This is an optimization exercise on Yosys and OpenROAD, whose aim is small area and few clock cycles, not a production implementation. In this exercise RTL edits were held to simulation tests only and were not proved equivalent to the original. Power and IR drop assume default switching activity.

### design.v
package accel_pkg;
    localparam int DATA_W = 8;
    localparam int ACC_W  = 32;
    localparam int N_ROWS = 4;
    localparam int N_COLS = 4;
    localparam int BUF_DEPTH = 16;
    localparam int BUF_AW    = $clog2(BUF_DEPTH);
    localparam int TX_CREDITS_INIT = 4;
    localparam int RING_LEN = BUF_DEPTH + 1;
    localparam int SUM_W = 19;
    localparam int RUN_LEN = RING_LEN * N_COLS;
    localparam logic [3:0] CMD_CSR_WR   = 4'h0;
    localparam logic [3:0] CMD_CSR_RD   = 4'h1;
    localparam logic [3:0] CMD_BUF_WR_A = 4'h2;
    localparam logic [3:0] CMD_BUF_WR_B = 4'h3;
    localparam logic [3:0] CMD_RD_OUT   = 4'h4;
    localparam logic [3:0] CMD_START    = 4'h5;
    localparam logic [3:0] CMD_ABORT    = 4'h6;
    localparam logic [3:0] CMD_STATUS   = 4'h7;
endpackage
import accel_pkg::*;
module packet_rx (
    input  logic        clk,
    input  logic        rst_n,
    input  logic        i_rx_valid,
    input  logic [7:0]  i_rx_data,
    output logic [7:0]  o_cmd,         
    output logic [3:0]  o_addr,        
    output logic        o_addr_hi0,    
    output logic        o_last,        
    output logic        o_first_start, 
    output logic [31:0] o_word         
);
    logic [2:0]  r_pos;
    logic [23:0] r_stage;
    assign o_last        = i_rx_valid && (r_pos == 3'd6);
    assign o_first_start = i_rx_valid && (r_pos == 3'd0) && (i_rx_data[7:4] == CMD_START);
    assign o_word        = {i_rx_data, r_stage};
    always_ff @(posedge clk) begin
        if (!rst_n) begin
            r_pos <= 3'd0;
        end else if (i_rx_valid) begin
            r_pos <= (r_pos == 3'd6) ? 3'd0 : r_pos + 3'd1;
        end
    end
    always_ff @(posedge clk) begin
        if (i_rx_valid && (r_pos == 3'd0)) o_cmd <= i_rx_data;
        if (i_rx_valid && (r_pos == 3'd1)) begin
            o_addr     <= i_rx_data[3:0];
            o_addr_hi0 <= (i_rx_data[7:4] == 4'd0);
        end
        if (i_rx_valid && (r_pos >= 3'd3) && (r_pos <= 3'd5)) begin
            r_stage <= {i_rx_data, r_stage[23:8]};
        end
    end
endmodule
import accel_pkg::*;
module csr_regs (
    input  logic        clk,
    input  logic        rst_n,
    input  logic        i_wr,         
    input  logic [3:0]  i_addr,
    input  logic        i_addr_hi0,
    input  logic [31:0] i_wdata,
    input  logic        i_run_done,   
    output logic [4:0]  o_k_len,
    output logic [31:0] o_run_count,
    output logic [4:0]  o_rdata,      
    output logic        o_rd_cnt      
);
    logic w_is_k;
    logic w_is_cnt;
    logic w_big;
    logic [32:0] w_carry;
    logic [31:0] w_count_next;
    assign w_carry[0] = i_run_done;
    for (genvar i = 0; i < 32; i++) begin : g_inc
        assign w_count_next[i] = o_run_count[i] ^ w_carry[i];
        assign w_carry[i+1]    = o_run_count[i] & w_carry[i];
    end
    assign w_is_k   = i_addr_hi0 && (i_addr == 4'h0);
    assign w_is_cnt = i_addr_hi0 && (i_addr == 4'h1);
    assign w_big    = (|i_wdata[31:5]) || (i_wdata[4] && (|i_wdata[3:0]));
    always_ff @(posedge clk) begin
        if (!rst_n) begin
            o_k_len     <= 5'd1;
            o_run_count <= '0;
        end else begin
            if (i_wr && w_is_k) begin
                o_k_len <= w_big ? 5'd16 : i_wdata[4:0];
            end
            o_run_count <= w_count_next;
        end
    end
    assign o_rdata  = w_is_k ? o_k_len : 5'd0;
    assign o_rd_cnt = w_is_cnt;
endmodule
import accel_pkg::*;
module operand_buffer (
    input  logic        clk,
    input  logic        rst_n,
    input  logic        i_wr,         
    input  logic        i_wr_b,       
    input  logic [3:0]  i_waddr,
    input  logic [31:0] i_wdata,
    output logic [4:0]  o_phase,      
    output logic        o_pending,    
    output logic [31:0] o_a_row,
    output logic [31:0] o_b_row
);
    localparam int L = RING_LEN;
    logic [31:0] r_a [L];
    logic [31:0] r_b [L];
    logic        r_pend;
    logic        r_pend_b;
    logic [3:0]  r_waddr;
    logic [31:0] r_wdata;
    logic [4:0]  r_phase;
    logic [4:0] w_t10, w_t4;
    assign w_t10 = (r_waddr >= 4'd11) ? 5'(r_waddr - 4'd11) : 5'(r_waddr) + 5'd6;
    assign w_t4  = (r_waddr >= 4'd5)  ? 5'(r_waddr - 4'd5)  : 5'(r_waddr) + 5'd12;
    logic w_ins16, w_ins10, w_ins4;
    assign w_ins16 = r_pend && (r_phase == {1'b0, r_waddr});
    assign w_ins10 = r_pend && (r_phase == w_t10);
    assign w_ins4  = r_pend && (r_phase == w_t4);
    always_ff @(posedge clk) begin
        if (!rst_n) begin
            r_phase <= '0;
            r_pend  <= 1'b0;
        end else begin
            r_phase <= (r_phase == 5'(L - 1)) ? 5'd0 : r_phase + 5'd1;
            if (i_wr) begin
                r_pend <= 1'b1;
            end else if (w_ins16 || w_ins10 || w_ins4) begin
                r_pend <= 1'b0;
            end
        end
    end
    always_ff @(posedge clk) begin
        if (i_wr) begin
            r_pend_b <= i_wr_b;
            r_waddr  <= i_waddr;
            r_wdata  <= i_wdata;
        end
    end
    always_ff @(posedge clk) begin
        for (int j = 0; j < L; j++) begin
            if ((j == 16 && w_ins16) || (j == 10 && w_ins10) || (j == 4 && w_ins4)) begin
                r_a[j] <= r_pend_b ? r_a[(j + 1) % L] : r_wdata;
                r_b[j] <= r_pend_b ? r_wdata : r_b[(j + 1) % L];
            end else begin
                r_a[j] <= r_a[(j + 1) % L];
                r_b[j] <= r_b[(j + 1) % L];
            end
        end
    end
    assign o_phase   = r_phase;
    assign o_pending = r_pend;
    assign o_a_row   = r_a[0];
    assign o_b_row   = r_b[0];
endmodule
import accel_pkg::*;
module mac_engine (
    input  logic        clk,
    input  logic        rst_n,
    input  logic        i_start_req,   
    input  logic        i_start,       
    input  logic        i_abort,       
    input  logic        i_wr_pending,  
    input  logic        i_hold_done,   
    input  logic        i_cap_wait,    
    input  logic [4:0]  i_k_len,
    input  logic [4:0]  i_phase,       
    input  logic [31:0] i_a_row,
    input  logic [31:0] i_b_row,
    input  logic [3:0]  i_sel,         
    output logic        o_cap,         
    output logic [SUM_W-1:0] o_result,  
    output logic        o_busy,
    output logic        o_done,
    output logic        o_done_set     
);
    localparam int W = SUM_W;
    logic          r_run;       
    logic          r_sent;      
    logic          r_req;       
    logic          r_end;       
    logic [6:0]    r_cnt;
    logic [3:0]    r_clr;       
    logic [1:0]    r_col;       
    logic [W-1:0]  r_acc [4][4];   
    logic          w_start;
    logic          w_last;
    logic          w_pre;
    logic [4:0]    w_k_pre;
    logic          w_below;
    logic [4:0]    w_k_top;
    logic          r_fwd;       
    logic          w_row_en;
    logic [7:0]    w_b;
    logic [W-1:0]  w_sum [4];
    assign w_start  = (r_req || i_start_req) && !r_run && !r_end && !i_wr_pending && !i_cap_wait;
    assign w_below  = (i_phase < i_k_len) || (i_phase == 5'd0);
    assign w_row_en = r_run && w_below;
    assign w_k_top  = (i_k_len == 5'd0) ? 5'd0 : i_k_len - 5'd1;
    assign w_last   = r_run && ((r_cnt == 7'(RUN_LEN - 1)) ||
                                (r_fwd && (r_cnt >= 7'(RUN_LEN - RING_LEN)) && (i_phase == w_k_top)));
    assign w_k_pre  = (w_k_top == 5'd0) ? 5'(RING_LEN - 1) : w_k_top - 5'd1;
    assign w_pre    = r_run && !w_last &&
                      ((r_cnt == 7'(RUN_LEN - 2)) ||
                       (r_fwd && (r_cnt >= 7'(RUN_LEN - RING_LEN - 1)) && (i_phase == w_k_pre)));
    assign w_b      = w_row_en ? i_b_row[8*r_col +: 8] : 8'd0;
    for (genvar r = 0; r < 4; r++) begin : g_mac
        mac_unit u_mac (
            .a(i_a_row[8*r +: 8]), .b(w_b),
            .c(r_acc[r][3] & {W{!r_clr[0]}}),
            .y(w_sum[r])
        );
    end
    always_ff @(posedge clk) begin
        if (!rst_n) begin
            r_run  <= 1'b0;
            r_sent <= 1'b0;
            r_req  <= 1'b0;
            r_end  <= 1'b0;
            r_cnt  <= '0;
            r_fwd  <= 1'b0;
            r_clr  <= 4'hf;
            r_col  <= '0;
            o_done <= 1'b0;
        end else begin
            r_col  <= r_col + 2'd1;
            o_done <= 1'b0;
            r_clr  <= {1'b0, r_clr[3:1]};
            if (r_run) r_cnt <= r_cnt + 7'd1;
            if (r_run && (r_cnt == 7'd0)) r_fwd <= (i_phase == 5'd0) || !w_below;
            if (i_start) r_sent <= 1'b1;
            if (i_abort) begin
                r_run  <= 1'b0;
                r_end  <= 1'b0;
                r_sent <= 1'b0;
                r_req  <= 1'b0;
                r_clr  <= 4'hf;
            end else begin
                if (i_start_req) r_req <= 1'b1;
                if (w_start) begin
                    r_req <= r_req && i_start_req;
                    r_run <= 1'b1;
                    r_cnt <= '0;
                    r_clr <= 4'hf;
                end else begin
                    if (w_last) r_run <= 1'b0;
                    if (w_pre || r_end) begin
                        if (i_hold_done) begin
                            r_end <= 1'b1;
                        end else begin
                            r_end  <= 1'b0;
                            r_sent <= 1'b0;
                            o_done <= 1'b1;
                        end
                    end
                end
            end
        end
    end
    always_ff @(posedge clk) begin
        for (int r = 0; r < 4; r++) begin
            r_acc[r][0] <= w_sum[r];
            r_acc[r][1] <= r_acc[r][0];
            r_acc[r][2] <= r_acc[r][1];
            r_acc[r][3] <= r_acc[r][2];
        end
    end
    assign o_done_set = (w_pre || r_end) && !i_abort && !i_hold_done;
    assign o_busy     = r_sent;
    assign o_cap      = (r_col == i_sel[1:0] + 2'd1);
    assign o_result   = r_acc[i_sel[3:2]][0];
endmodule
module mac_unit (
    input  logic [7:0]   a,
    input  logic [7:0]   b,
    input  logic [18:0]  c,
    output logic [18:0]  y
);
    wire n1 = (a[0] & b[0]);
    wire n2 = (a[0] & b[1]);
    wire n3 = (a[1] & b[0]);
    wire n4 = (a[0] & b[2]);
    wire n5 = (a[1] & b[1]);
    wire n6 = (a[2] & b[0]);
    wire n7 = (a[0] & b[3]);
    wire n8 = (a[1] & b[2]);
    wire n9 = (a[2] & b[1]);
    wire n10 = (a[3] & b[0]);
    wire n11 = (a[0] & b[4]);
    wire n12 = (a[1] & b[3]);
    wire n13 = (a[2] & b[2]);
    wire n14 = (a[3] & b[1]);
    wire n15 = (a[4] & b[0]);
    wire n16 = (a[0] & b[5]);
    wire n17 = (a[1] & b[4]);
    wire n18 = (a[2] & b[3]);
    wire n19 = (a[3] & b[2]);
    wire n20 = (a[4] & b[1]);
    wire n21 = (a[5] & b[0]);
    wire n22 = (a[0] & b[6]);
    wire n23 = (a[1] & b[5]);
    wire n24 = (a[2] & b[4]);
    wire n25 = (a[3] & b[3]);
    wire n26 = (a[4] & b[2]);
    wire n27 = (a[5] & b[1]);
    wire n28 = (a[6] & b[0]);
    wire n29 = ~(a[0] & b[7]);
    wire n30 = (a[1] & b[6]);
    wire n31 = (a[2] & b[5]);
    wire n32 = (a[3] & b[4]);
    wire n33 = (a[4] & b[3]);
    wire n34 = (a[5] & b[2]);
    wire n35 = (a[6] & b[1]);
    wire n36 = ~(a[7] & b[0]);
    wire n37 = ~(a[1] & b[7]);
    wire n38 = (a[2] & b[6]);
    wire n39 = (a[3] & b[5]);
    wire n40 = (a[4] & b[4]);
    wire n41 = (a[5] & b[3]);
    wire n42 = (a[6] & b[2]);
    wire n43 = ~(a[7] & b[1]);
    wire n44 = ~(a[2] & b[7]);
    wire n45 = (a[3] & b[6]);
    wire n46 = (a[4] & b[5]);
    wire n47 = (a[5] & b[4]);
    wire n48 = (a[6] & b[3]);
    wire n49 = ~(a[7] & b[2]);
    wire n50 = ~(a[3] & b[7]);
    wire n51 = (a[4] & b[6]);
    wire n52 = (a[5] & b[5]);
    wire n53 = (a[6] & b[4]);
    wire n54 = ~(a[7] & b[3]);
    wire n55 = ~(a[4] & b[7]);
    wire n56 = (a[5] & b[6]);
    wire n57 = (a[6] & b[5]);
    wire n58 = ~(a[7] & b[4]);
    wire n59 = ~(a[5] & b[7]);
    wire n60 = (a[6] & b[6]);
    wire n61 = ~(a[7] & b[5]);
    wire n62 = ~(a[6] & b[7]);
    wire n63 = ~(a[7] & b[6]);
    wire n64 = (a[7] & b[7]);
    wire n65 = n16 ^ n17;
    wire n66 = n16 & n17;
    wire n67 = n22 ^ n23 ^ n24;
    wire n68 = (n22 & n23) | (n22 & n24) | (n23 & n24);
    wire n69 = n25 ^ n26;
    wire n70 = n25 & n26;
    wire n71 = n29 ^ n30 ^ n31;
    wire n72 = (n29 & n30) | (n29 & n31) | (n30 & n31);
    wire n73 = n32 ^ n33 ^ n34;
    wire n74 = (n32 & n33) | (n32 & n34) | (n33 & n34);
    wire n75 = n35 ^ n36;
    wire n76 = n35 & n36;
    wire n77 = n37 ^ n38 ^ n39;
    wire n78 = (n37 & n38) | (n37 & n39) | (n38 & n39);
    wire n79 = n40 ^ n41 ^ n42;
    wire n80 = (n40 & n41) | (n40 & n42) | (n41 & n42);
    wire n81 = n43 ^ 1'b1 ^ c[8];
    wire n82 = (n43 & 1'b1) | (n43 & c[8]) | (1'b1 & c[8]);
    wire n83 = n44 ^ n45 ^ n46;
    wire n84 = (n44 & n45) | (n44 & n46) | (n45 & n46);
    wire n85 = n47 ^ n48 ^ n49;
    wire n86 = (n47 & n48) | (n47 & n49) | (n48 & n49);
    wire n87 = n50 ^ n51 ^ n52;
    wire n88 = (n50 & n51) | (n50 & n52) | (n51 & n52);
    wire n89 = n7 ^ n8;
    wire n90 = n7 & n8;
    wire n91 = n11 ^ n12 ^ n13;
    wire n92 = (n11 & n12) | (n11 & n13) | (n12 & n13);
    wire n93 = n14 ^ n15;
    wire n94 = n14 & n15;
    wire n95 = n65 ^ n18 ^ n19;
    wire n96 = (n65 & n18) | (n65 & n19) | (n18 & n19);
    wire n97 = n20 ^ n21 ^ c[5];
    wire n98 = (n20 & n21) | (n20 & c[5]) | (n21 & c[5]);
    wire n99 = n66 ^ n67 ^ n69;
    wire n100 = (n66 & n67) | (n66 & n69) | (n67 & n69);
    wire n101 = n27 ^ n28 ^ c[6];
    wire n102 = (n27 & n28) | (n27 & c[6]) | (n28 & c[6]);
    wire n103 = n68 ^ n70 ^ n71;
    wire n104 = (n68 & n70) | (n68 & n71) | (n70 & n71);
    wire n105 = n73 ^ n75 ^ c[7];
    wire n106 = (n73 & n75) | (n73 & c[7]) | (n75 & c[7]);
    wire n107 = n72 ^ n74 ^ n76;
    wire n108 = (n72 & n74) | (n72 & n76) | (n74 & n76);
    wire n109 = n77 ^ n79 ^ n81;
    wire n110 = (n77 & n79) | (n77 & n81) | (n79 & n81);
    wire n111 = n78 ^ n80 ^ n82;
    wire n112 = (n78 & n80) | (n78 & n82) | (n80 & n82);
    wire n113 = n83 ^ n85 ^ c[9];
    wire n114 = (n83 & n85) | (n83 & c[9]) | (n85 & c[9]);
    wire n115 = n84 ^ n86 ^ n87;
    wire n116 = (n84 & n86) | (n84 & n87) | (n86 & n87);
    wire n117 = n53 ^ n54 ^ c[10];
    wire n118 = (n53 & n54) | (n53 & c[10]) | (n54 & c[10]);
    wire n119 = n88 ^ n55 ^ n56;
    wire n120 = (n88 & n55) | (n88 & n56) | (n55 & n56);
    wire n121 = n57 ^ n58 ^ c[11];
    wire n122 = (n57 & n58) | (n57 & c[11]) | (n58 & c[11]);
    wire n123 = n59 ^ n60 ^ n61;
    wire n124 = (n59 & n60) | (n59 & n61) | (n60 & n61);
    wire n125 = n4 ^ n5;
    wire n126 = n4 & n5;
    wire n127 = n89 ^ n9 ^ n10;
    wire n128 = (n89 & n9) | (n89 & n10) | (n9 & n10);
    wire n129 = n90 ^ n91 ^ n93;
    wire n130 = (n90 & n91) | (n90 & n93) | (n91 & n93);
    wire n131 = n92 ^ n94 ^ n95;
    wire n132 = (n92 & n94) | (n92 & n95) | (n94 & n95);
    wire n133 = n96 ^ n98 ^ n99;
    wire n134 = (n96 & n98) | (n96 & n99) | (n98 & n99);
    wire n135 = n100 ^ n102 ^ n103;
    wire n136 = (n100 & n102) | (n100 & n103) | (n102 & n103);
    wire n137 = n104 ^ n106 ^ n107;
    wire n138 = (n104 & n106) | (n104 & n107) | (n106 & n107);
    wire n139 = n108 ^ n110 ^ n111;
    wire n140 = (n108 & n110) | (n108 & n111) | (n110 & n111);
    wire n141 = n112 ^ n114 ^ n115;
    wire n142 = (n112 & n114) | (n112 & n115) | (n114 & n115);
    wire n143 = n116 ^ n118 ^ n119;
    wire n144 = (n116 & n118) | (n116 & n119) | (n118 & n119);
    wire n145 = n120 ^ n122 ^ n123;
    wire n146 = (n120 & n122) | (n120 & n123) | (n122 & n123);
    wire n147 = n124 ^ n62 ^ n63;
    wire n148 = (n124 & n62) | (n124 & n63) | (n62 & n63);
    wire n149 = n2 ^ n3;
    wire n150 = n2 & n3;
    wire n151 = n125 ^ n6 ^ c[2];
    wire n152 = (n125 & n6) | (n125 & c[2]) | (n6 & c[2]);
    wire n153 = n126 ^ n127 ^ c[3];
    wire n154 = (n126 & n127) | (n126 & c[3]) | (n127 & c[3]);
    wire n155 = n128 ^ n129 ^ c[4];
    wire n156 = (n128 & n129) | (n128 & c[4]) | (n129 & c[4]);
    wire n157 = n130 ^ n131 ^ n97;
    wire n158 = (n130 & n131) | (n130 & n97) | (n131 & n97);
    wire n159 = n132 ^ n133 ^ n101;
    wire n160 = (n132 & n133) | (n132 & n101) | (n133 & n101);
    wire n161 = n134 ^ n135 ^ n105;
    wire n162 = (n134 & n135) | (n134 & n105) | (n135 & n105);
    wire n163 = n136 ^ n137 ^ n109;
    wire n164 = (n136 & n137) | (n136 & n109) | (n137 & n109);
    wire n165 = n138 ^ n139 ^ n113;
    wire n166 = (n138 & n139) | (n138 & n113) | (n139 & n113);
    wire n167 = n140 ^ n141 ^ n117;
    wire n168 = (n140 & n141) | (n140 & n117) | (n141 & n117);
    wire n169 = n142 ^ n143 ^ n121;
    wire n170 = (n142 & n143) | (n142 & n121) | (n143 & n121);
    wire n171 = n144 ^ n145 ^ c[12];
    wire n172 = (n144 & n145) | (n144 & c[12]) | (n145 & c[12]);
    wire n173 = n146 ^ n147 ^ c[13];
    wire n174 = (n146 & n147) | (n146 & c[13]) | (n147 & c[13]);
    wire n175 = n148 ^ n64 ^ c[14];
    wire n176 = (n148 & n64) | (n148 & c[14]) | (n64 & c[14]);
    wire n177 = 1'b1 ^ c[15];
    wire n178 = 1'b1 & c[15];
    wire n179 = 1'b1 ^ c[16];
    wire n180 = 1'b1 & c[16];
    wire n181 = 1'b1 ^ c[17];
    wire n182 = 1'b1 & c[17];
    wire n183 = 1'b1 ^ c[18];
    wire n184 = 1'b1 & c[18];
    wire n185 = n1 ^ c[0];
    wire n186 = n1 & c[0];
    wire n187 = n149 ^ c[1] ^ n186;
    wire n188 = (n149 & c[1]) | (n149 & n186) | (c[1] & n186);
    wire n189 = n150 ^ n151 ^ n188;
    wire n190 = (n150 & n151) | (n150 & n188) | (n151 & n188);
    wire n191 = n152 ^ n153 ^ n190;
    wire n192 = (n152 & n153) | (n152 & n190) | (n153 & n190);
    wire n193 = n154 ^ n155 ^ n192;
    wire n194 = (n154 & n155) | (n154 & n192) | (n155 & n192);
    wire n195 = n156 ^ n157 ^ n194;
    wire n196 = (n156 & n157) | (n156 & n194) | (n157 & n194);
    wire n197 = n158 ^ n159 ^ n196;
    wire n198 = (n158 & n159) | (n158 & n196) | (n159 & n196);
    wire n199 = n160 ^ n161 ^ n198;
    wire n200 = (n160 & n161) | (n160 & n198) | (n161 & n198);
    wire n201 = n162 ^ n163 ^ n200;
    wire n202 = (n162 & n163) | (n162 & n200) | (n163 & n200);
    wire n203 = n164 ^ n165 ^ n202;
    wire n204 = (n164 & n165) | (n164 & n202) | (n165 & n202);
    wire n205 = n166 ^ n167 ^ n204;
    wire n206 = (n166 & n167) | (n166 & n204) | (n167 & n204);
    wire n207 = n168 ^ n169 ^ n206;
    wire n208 = (n168 & n169) | (n168 & n206) | (n169 & n206);
    wire n209 = n170 ^ n171 ^ n208;
    wire n210 = (n170 & n171) | (n170 & n208) | (n171 & n208);
    wire n211 = n172 ^ n173 ^ n210;
    wire n212 = (n172 & n173) | (n172 & n210) | (n173 & n210);
    wire n213 = n174 ^ n175 ^ n212;
    wire n214 = (n174 & n175) | (n174 & n212) | (n175 & n212);
    wire n215 = n176 ^ n177 ^ n214;
    wire n216 = (n176 & n177) | (n176 & n214) | (n177 & n214);
    wire n217 = n178 ^ n179 ^ n216;
    wire n218 = (n178 & n179) | (n178 & n216) | (n179 & n216);
    wire n219 = n180 ^ n181 ^ n218;
    wire n220 = (n180 & n181) | (n180 & n218) | (n181 & n218);
    wire n221 = n182 ^ n183 ^ n220;
    wire n222 = (n182 & n183) | (n182 & n220) | (n183 & n220);
    assign y[0] = n185;
    assign y[1] = n187;
    assign y[2] = n189;
    assign y[3] = n191;
    assign y[4] = n193;
    assign y[5] = n195;
    assign y[6] = n197;
    assign y[7] = n199;
    assign y[8] = n201;
    assign y[9] = n203;
    assign y[10] = n205;
    assign y[11] = n207;
    assign y[12] = n209;
    assign y[13] = n211;
    assign y[14] = n213;
    assign y[15] = n215;
    assign y[16] = n217;
    assign y[17] = n219;
    assign y[18] = n221;
endmodule
import accel_pkg::*;
module resp_tx (
    input  logic        clk,
    input  logic        rst_n,
    input  logic        i_req,        
    input  logic        i_req_rd,     
    input  logic [7:0]  i_cmd,
    input  logic [3:0]  i_sel,        
    input  logic [4:0]  i_word,       
    input  logic        i_word_cnt,   
    input  logic [31:0] i_count,
    input  logic        i_cap,        
    input  logic [18:0] i_result,
    input  logic        i_tx_credit,
    output logic [3:0]  o_sel,        
    output logic        o_hold_count,
    output logic        o_cap_wait,   
    output logic        o_tx_valid,
    output logic [7:0]  o_tx_data
);
    logic        r_active;
    logic        r_wait;      
    logic [2:0]  r_idx;
    logic [3:0]  r_credits;
    logic [7:0]  r_cmd;
    logic [3:0]  r_sel;
    logic [18:0] r_word;
    logic        w_sx;        
    logic        r_cnt;       
    logic        w_send;
    logic        w_take;
    assign o_sel      = i_req ? i_sel : r_sel;
    assign w_take     = (i_req && i_req_rd) || r_wait;
    assign o_tx_valid = r_active && (r_credits != 4'd0) && ((r_idx == 3'd0) || !r_wait);
    assign w_send     = o_tx_valid;
    assign o_hold_count = r_active && r_cnt;
    assign w_sx         = r_word[18] && (r_word[17:0] != 18'd0);
    assign o_cap_wait   = r_wait;
    always_comb begin
        case (r_idx)
            3'd0:    o_tx_data = r_cmd;
            3'd1:    o_tx_data = r_cnt ? i_count[7:0]   : r_word[7:0];
            3'd2:    o_tx_data = r_cnt ? i_count[15:8]  : r_word[15:8];
            3'd3:    o_tx_data = r_cnt ? i_count[23:16] : {{5{w_sx}}, r_word[18:16]};
            default: o_tx_data = r_cnt ? i_count[31:24] : {8{w_sx}};
        endcase
    end
    always_ff @(posedge clk) begin
        if (!rst_n) begin
            r_active  <= 1'b0;
            r_cnt     <= 1'b0;
            r_wait    <= 1'b0;
            r_idx     <= '0;
            r_credits <= 4'(TX_CREDITS_INIT);
        end else begin
            if (i_req) begin
                r_active <= 1'b1;
                r_idx    <= '0;
                r_cnt    <= !i_req_rd && i_word_cnt;
                r_wait   <= i_req_rd && !i_cap;
            end else begin
                if (r_wait && i_cap) r_wait <= 1'b0;
                if (w_send) begin
                    r_idx <= r_idx + 3'd1;
                    if (r_idx == 3'd4) r_active <= 1'b0;
                end
            end
            r_credits <= r_credits + {3'd0, i_tx_credit} - {3'd0, w_send};
        end
    end
    always_ff @(posedge clk) begin
        if (i_req) begin
            r_cmd <= i_cmd;
            r_sel <= i_sel;
        end
        if (i_req && !i_req_rd) begin
            r_word <= {14'd0, i_word};
        end else if (w_take && i_cap) begin
            r_word <= i_result;
        end
    end
endmodule
import accel_pkg::*;
module accel_top #(
    parameter int N_ROWS          = accel_pkg::N_ROWS,
    parameter int N_COLS          = accel_pkg::N_COLS,
    parameter int BUF_AW          = accel_pkg::BUF_AW,
    parameter int TX_CREDITS_INIT = accel_pkg::TX_CREDITS_INIT
) (
    input  logic       clk,
    input  logic       rst_n,
    input  logic       i_rx_valid,
    input  logic [7:0] i_rx_data,
    output logic       o_tx_valid,
    output logic [7:0] o_tx_data,
    input  logic       i_tx_credit,
    output logic       o_busy,
    output logic       o_done
);
    logic [7:0]  cmd;
    logic [3:0]  addr;
    logic        addr_hi0;
    logic        last;
    logic        first_start;
    logic [31:0] word;
    logic [3:0]  typ;
    logic [4:0]  k_len;
    logic [31:0] run_count;
    logic [4:0]  csr_rdata;
    logic        csr_rd_cnt;
    logic        hold_count;
    logic        cap_wait;
    logic [4:0]  phase;
    logic        wr_pending;
    logic [31:0] a_row;
    logic [31:0] b_row;
    logic [3:0]  sel;
    logic        cap;
    logic [18:0] result;
    logic        done_set;
    logic        req;
    logic        req_rd;
    logic [4:0]  req_word;
    logic        req_cnt;
    assign typ = cmd[7:4];
    packet_rx u_rx (
        .clk(clk), .rst_n(rst_n),
        .i_rx_valid(i_rx_valid), .i_rx_data(i_rx_data),
        .o_cmd(cmd), .o_addr(addr), .o_addr_hi0(addr_hi0),
        .o_last(last), .o_first_start(first_start), .o_word(word)
    );
    csr_regs u_csr (
        .clk(clk), .rst_n(rst_n),
        .i_wr(last && (typ == CMD_CSR_WR)), .i_addr(addr), .i_addr_hi0(addr_hi0),
        .i_wdata(word), .i_run_done(done_set),
        .o_k_len(k_len), .o_run_count(run_count), .o_rdata(csr_rdata),
        .o_rd_cnt(csr_rd_cnt)
    );
    operand_buffer u_buf (
        .clk(clk), .rst_n(rst_n),
        .i_wr(last && ((typ == CMD_BUF_WR_A) || (typ == CMD_BUF_WR_B))),
        .i_wr_b(typ[0]), .i_waddr(addr), .i_wdata(word),
        .o_phase(phase), .o_pending(wr_pending),
        .o_a_row(a_row), .o_b_row(b_row)
    );
    mac_engine u_mac (
        .clk(clk), .rst_n(rst_n),
        .i_start_req(first_start),
        .i_start(last && (typ == CMD_START)),
        .i_abort(last && (typ == CMD_ABORT)),
        .i_wr_pending(wr_pending), .i_hold_done(hold_count), .i_cap_wait(cap_wait), .i_k_len(k_len), .i_phase(phase),
        .i_a_row(a_row), .i_b_row(b_row), .i_sel(sel),
        .o_cap(cap), .o_result(result),
        .o_busy(o_busy), .o_done(o_done), .o_done_set(done_set)
    );
    assign req      = last && ((typ == CMD_CSR_RD) || (typ == CMD_RD_OUT) || (typ == CMD_STATUS));
    assign req_rd   = (typ == CMD_RD_OUT);
    assign req_word = (typ == CMD_STATUS) ? {4'd0, o_busy} : csr_rdata;
    assign req_cnt  = (typ == CMD_CSR_RD) && csr_rd_cnt;
    resp_tx u_tx (
        .clk(clk), .rst_n(rst_n),
        .i_req(req), .i_req_rd(req_rd), .i_cmd(cmd), .i_sel(addr),
        .i_word(req_word), .i_word_cnt(req_cnt), .i_count(run_count),
        .i_cap(cap), .i_result(result), .o_hold_count(hold_count), .o_cap_wait(cap_wait),
        .i_tx_credit(i_tx_credit), .o_sel(sel),
        .o_tx_valid(o_tx_valid), .o_tx_data(o_tx_data)
    );
endmodule
### flow/run.sh
#!/bin/bash
set -euo pipefail
export CTS_ARGS="-sink_clustering_enable -repair_clock_nets -dont_use_dummy_load -buf_list sky130_fd_sc_hd__clkbuf_8 -sink_clustering_size 20 -sink_clustering_max_diameter 50"
bash standard.sh > standard.log 2>&1
### standard.sh
#!/bin/bash
# synth_recipe.tcl (not shown) runs the flow's synth.tcl, then flattens the netlist and writes it again
# the make line also repeats each setting of config.mk as NAME=value (left out here)
make -C /OpenROAD-flow-scripts/flow DESIGN_CONFIG=/design/flow/config.mk WORK_HOME=/design/flow/orfs CLKGATE_MAP_FILE= SYNTH_SCRIPT=/design/flow/synth_recipe.tcl "${@:-finish}"
### config.mk
export PLATFORM = sky130hd
export DESIGN_NAME = accel_top
export DESIGN_NICKNAME = accel_top
export VERILOG_FILES = /design/flow/design.v
export SDC_FILE = /design/flow/constraint.sdc
export NUM_CORES = 4
export LEC_CHECK = 0
export ABC_AREA = 1
export CAP_MARGIN = 20
export CORE_MARGIN = 2
export CORE_UTILIZATION = 40
export PLACE_DENSITY = 0.75
export SLEW_MARGIN = 20
### constraint.sdc
create_clock -name core_clock -period 10.0 [get_ports {clk}]
set_input_delay 2.0000 -clock core_clock [delete_from_list [all_inputs] [get_ports {clk}]]
set_output_delay 2.0000 -clock core_clock [all_outputs]
set_load 0.01 [all_outputs]
==> flow_summary_export.csv <==
group,metric,value,unit
place,io_buffers,22,
clocking,clockBufferDepth,3,
worst_setup_path,rr_worst_depth,30,
synthesis,async_reset_ff_share,0,%
die,die_area,122000,sq um
synthesis,synth_cell_types,50,
worst_hold_path,hold_depth,0,
sta,period_minus_slack,9570,ps
flow_run,maxCapViolations,0,
power,p_per_area,181,nW/um^2
sta,setup_viol,0,
global_route,grt_usage,15.3,%
sta,tns,0,ps
global_route,antenna_found_initial,1,
clocking,cts-resized-gates,0,
worst_setup_path,crit_path_max_incr_delay,610,ps
final_layout,multi_input_area,12900,sq um
place,dp_hpwl,65.8,mm
sta,rsz0062_at_grt,"false",
worst_setup_path,cp.arrival,10240,ps
synthesis,yosysWarnings,10,
worst_setup_path,worst_path_most_repeated_cell,"fa_1",
synthesis,synth-edff-count,87,
worst_setup_path,regToRegStartpoint,"u_csr.o_k_len[2]",
worst_hold_path,hold_class,"reg -> reg",
place,routabilityCongestion,0.885,
die,start_util,40.3,%
final_layout,drive_gt1_share,4.25,%
final_layout,regArea,32300,sq um
final_layout,area_growth_syn_to_layout,7.23,%
sta,tightest_slew,1060,ps
routing,antenna_left,0,
clocking,ctsHoldBuffers,0,
power,peakVddDrop,0.201,mV
die,ios,23,
sta,drv_slew,0,
run_status,run_status,"timing/DRC/antenna clean",
clocking,clkTransAtPathRegs,120,ps
sta,hold_violations,0,
worst_setup_path,reg2reg_slack,430,ps
routing,drtIter0Drc,1998,
sta,timing.final.crit_share,95.7,%
routing,via_per_inst,4.72,
power,leakage,0.0207,uW
clocking,cts.htree.levels,3,
sta,fmax,104,MHz
clocking,postCtsSetupBuffers,0,
synthesis,synth_area,47500,sq um
global_route,grt-ovfl-total,0,
worst_setup_path,cp_max_fo,12,
synthesis,synth_nets,4283,
clocking,tritoncts,"yes",
sta,relSlewSlack,29.2,%
worst_setup_path,critPathRequiredTime,10670,ps
final_layout,fin_util,43.2,%
global_route,grt_pass1_vias,26200,
final_layout,finalNetCount,4324,
die,core-area,118000,sq um
worst_setup_path,crit_type,"reg -> reg",
routing,via_count,25900,
synthesis,ys_dominant_reg_cell,"dfxtp_1",
routing,wire_per_inst,17.0,um
routing,dr.pass1.iters,6,
synthesis,yosys_register_bits,1572,
sta,fin_skew,101,ps
final_layout,fill_cells,10500,
worst_setup_path,cp_slowest_cell,"fa_1",
worst_hold_path,min_from,"u_buf.r_a[8][17]",
clocking,cts.sinks,1572,
global_route,grt_first_pass_wirelength,146,mm
routing,wl,93.0,mm
die,die_width,349,um
die,fp.dieH,349,um
clocking,clk_latency,770,ps
worst_hold_path,worst_hold_path.endpoint,"u_buf.r_a[7][17]",
synthesis,ys_seq_area_share,68.1,%
clocking,cts_root_buffer,"clkbuf_8",
global_route,grt_max_degree,99,
worst_setup_path,r2r_end,"u_mac.r_acc[8][17]",
worst_setup_path,start_kind,"register",
die,rows,126,
final_layout,num_antenna_cells,0,
synthesis,avgSynthCellArea,12.2,sq um
synthesis,syn_inst,3910,
clocking,cts_buffers,107,
worst_setup_path,end_kind,"register",
routing,drc,0,
state kept, by name, summed over array words and instances, names as in the netlist, 2 cells and up:
register	count
u_buf.r_a	544
u_tx.r_cmd	8
u_mac.r_clr	4
u_csr.o_run_count	32
u_buf.r_waddr	4
u_rx.r_pos	3
u_tx.r_credits	4
u_mac.r_cnt	7
u_rx.o_cmd	8
u_tx.r_sel	4
u_buf.r_phase	5
u_tx.r_word	19
u_csr.o_k_len	5
u_tx.r_idx	3
u_buf.r_b	544
u_buf.r_wdata	32
u_rx.o_addr	4
u_mac.r_col	2
u_mac.r_acc	304
u_rx.r_stage	24
through the flow:
stage / worst slack (ps) / total power, uW / hold WS, ps / cell area [sq um] / instances
final: 430 / 9220 / 233 / 50900 / 5485
after global routing: 152 / 9510 / 235 / 50900 / 5485
after CTS: 525 / 9280 / 236 / 50900 / 5485
after detailed placement: 564 / 6660 / 312 / 49500 / 5378
after global placement: 740 / 6650 / 310 / 49500 / 5378
after floorplan: 1400 / 6610 / 310 / 47500 / 3910
cell usage after synthesis, drive strengths merged, types with 9 or more instances:
cell type	n	share of area (%)
xor2	15	0.28
o21ai	336	3.6
dfxtp	1485	63
buf	19	0.23
clkbuf	102	0.81
nor4	11	0.14
fa	261	11
a31oi	19	0.25
inv	492	3.9
ha	100	2.6
nand3	54	0.58
edfxtp	87	5.5
o22ai	74	0.97
nand2	436	3.5
nor3	12	0.15
a21oi	59	0.63
xnor2	11	0.20
nor2	286	2.3
nand4	9	0.12
worst max path at each step:
stage | from | to | slack [ps] | depth (start not counted)
finish | u_csr.o_k_len[2] | u_mac.r_acc[8][17] | 430 | 30
CTS | u_csr.o_k_len[2] | u_mac.r_acc[8][17] | 530 | 30
floorplan | u_csr.o_k_len[3] | u_mac.r_acc[4][17] | 1400 | 33
detailed placement | u_buf.r_phase[4] | u_mac.r_acc[8][17] | 560 | 29
global route | u_csr.o_k_len[2] | u_mac.r_acc[4][17] | 150 | 30
global placement | u_buf.r_phase[4] | u_mac.r_acc[4][17] | 740 | 29
power breakdown:
| group | leakage, uW | internal, uW | switching, uW |
|---|---|---|---|
| logic | 0.00702 | 30.0 | 65.2 |
| clock network | 0.000769 | 956 | 1740 |
| registers | 0.0129 | 6390 | 32.3 |
| total | 0.0207 | 7370 | 1840 |
cell usage in the layout, fill, tap and decap left out, drive strengths merged, types with 12 or more instances in the layout:
| cell type | count |
|---|---|
| clkbuf | 107 |
| a21oi | 59 |
| ha | 100 |
| a31oi | 19 |
| xor2 | 15 |
| o22ai | 74 |
| nor3 | 12 |
| dfxtp | 1485 |
| nor2 | 286 |
| o21ai | 336 |
| inv | 492 |
| buf | 31 |
| edfxtp | 87 |
| fa | 261 |
| clkdlybuf4s50 | 22 |
| nand3 | 54 |
| nand2 | 436 |
cell type report:
type	instances	area share, %
Clock buffer	107	2.89
Inverter	495	3.65
Multi-Input combinational cell	1722	25.3
Sequential cell	1572	63.5
Tap cell	1536	3.77
Timing Repair Buffer	53	0.914
cell families (layout without fill, tap and decap cells):
kind of cell             Yosys count  in the layout  synth area share, %
AND/OR/NAND/NOR                  817            817                 6.86
XOR/XNOR                          26             26                0.479
adder cells (fa/ha/maj)          361            361                 13.6
flip-flops                      1572           1572                 68.1
AO/OA/AOI/OAI                    518            518                 6.00
buffers and inverters            616            655                 4.95
worst max-delay path: cells and delay by family, from the launching register on:
kind / cells / cell delay (ps)
adders and majority gates: 17 / 7090
AOI/OAI and AO/OA: 3 / 360
and+or+nand+nor: 5 / 870
DFF: 1 / 440
buffers and inverters: 5 / 740
layer usage:
layer | share of wire [%] | up-vias | track usage [%]
met4 | 3.6 | 2 | 5.90
li1 | - | 12200 | -
met1 | 45 | 12700 | 21.1
met5 | 0.012 | - | 0
met2 | 45 | 861 | 24.3
met3 | 6.2 | 204 | 2.19
Testbench counts, summed over its fixed seeds: cycles 45,483.

==> what the ideal ports hide <==
The results above use ideal ports. As a check the final layout listed here was re-extracted and re-timed, cells and wires unchanged. Step 1: set_driving_cell puts a clkbuf_16 on clk and a buf_2 on each other input, an assumption about the parent block. Step 2 moves the port delays by t, midway between the first and last clock arrival at a register: inputs arrive t later, outputs are due t later. That takes back most of the time a late clock gives input paths. Slacks: no drivers / after step 1 / after step 2; pairs: no drivers / after step 1.
shift t [ns]: 0.772
setup slack, ns: 0.430 / 0.430 / 0.430
worst slew at a driven data input, ns: 0.06
pins driven straight from the clock port: 1
After both steps setup and hold are still met in this run. The setup slack of this run moves by 0.000 ns with the drivers and by 0.000 ns with both steps.
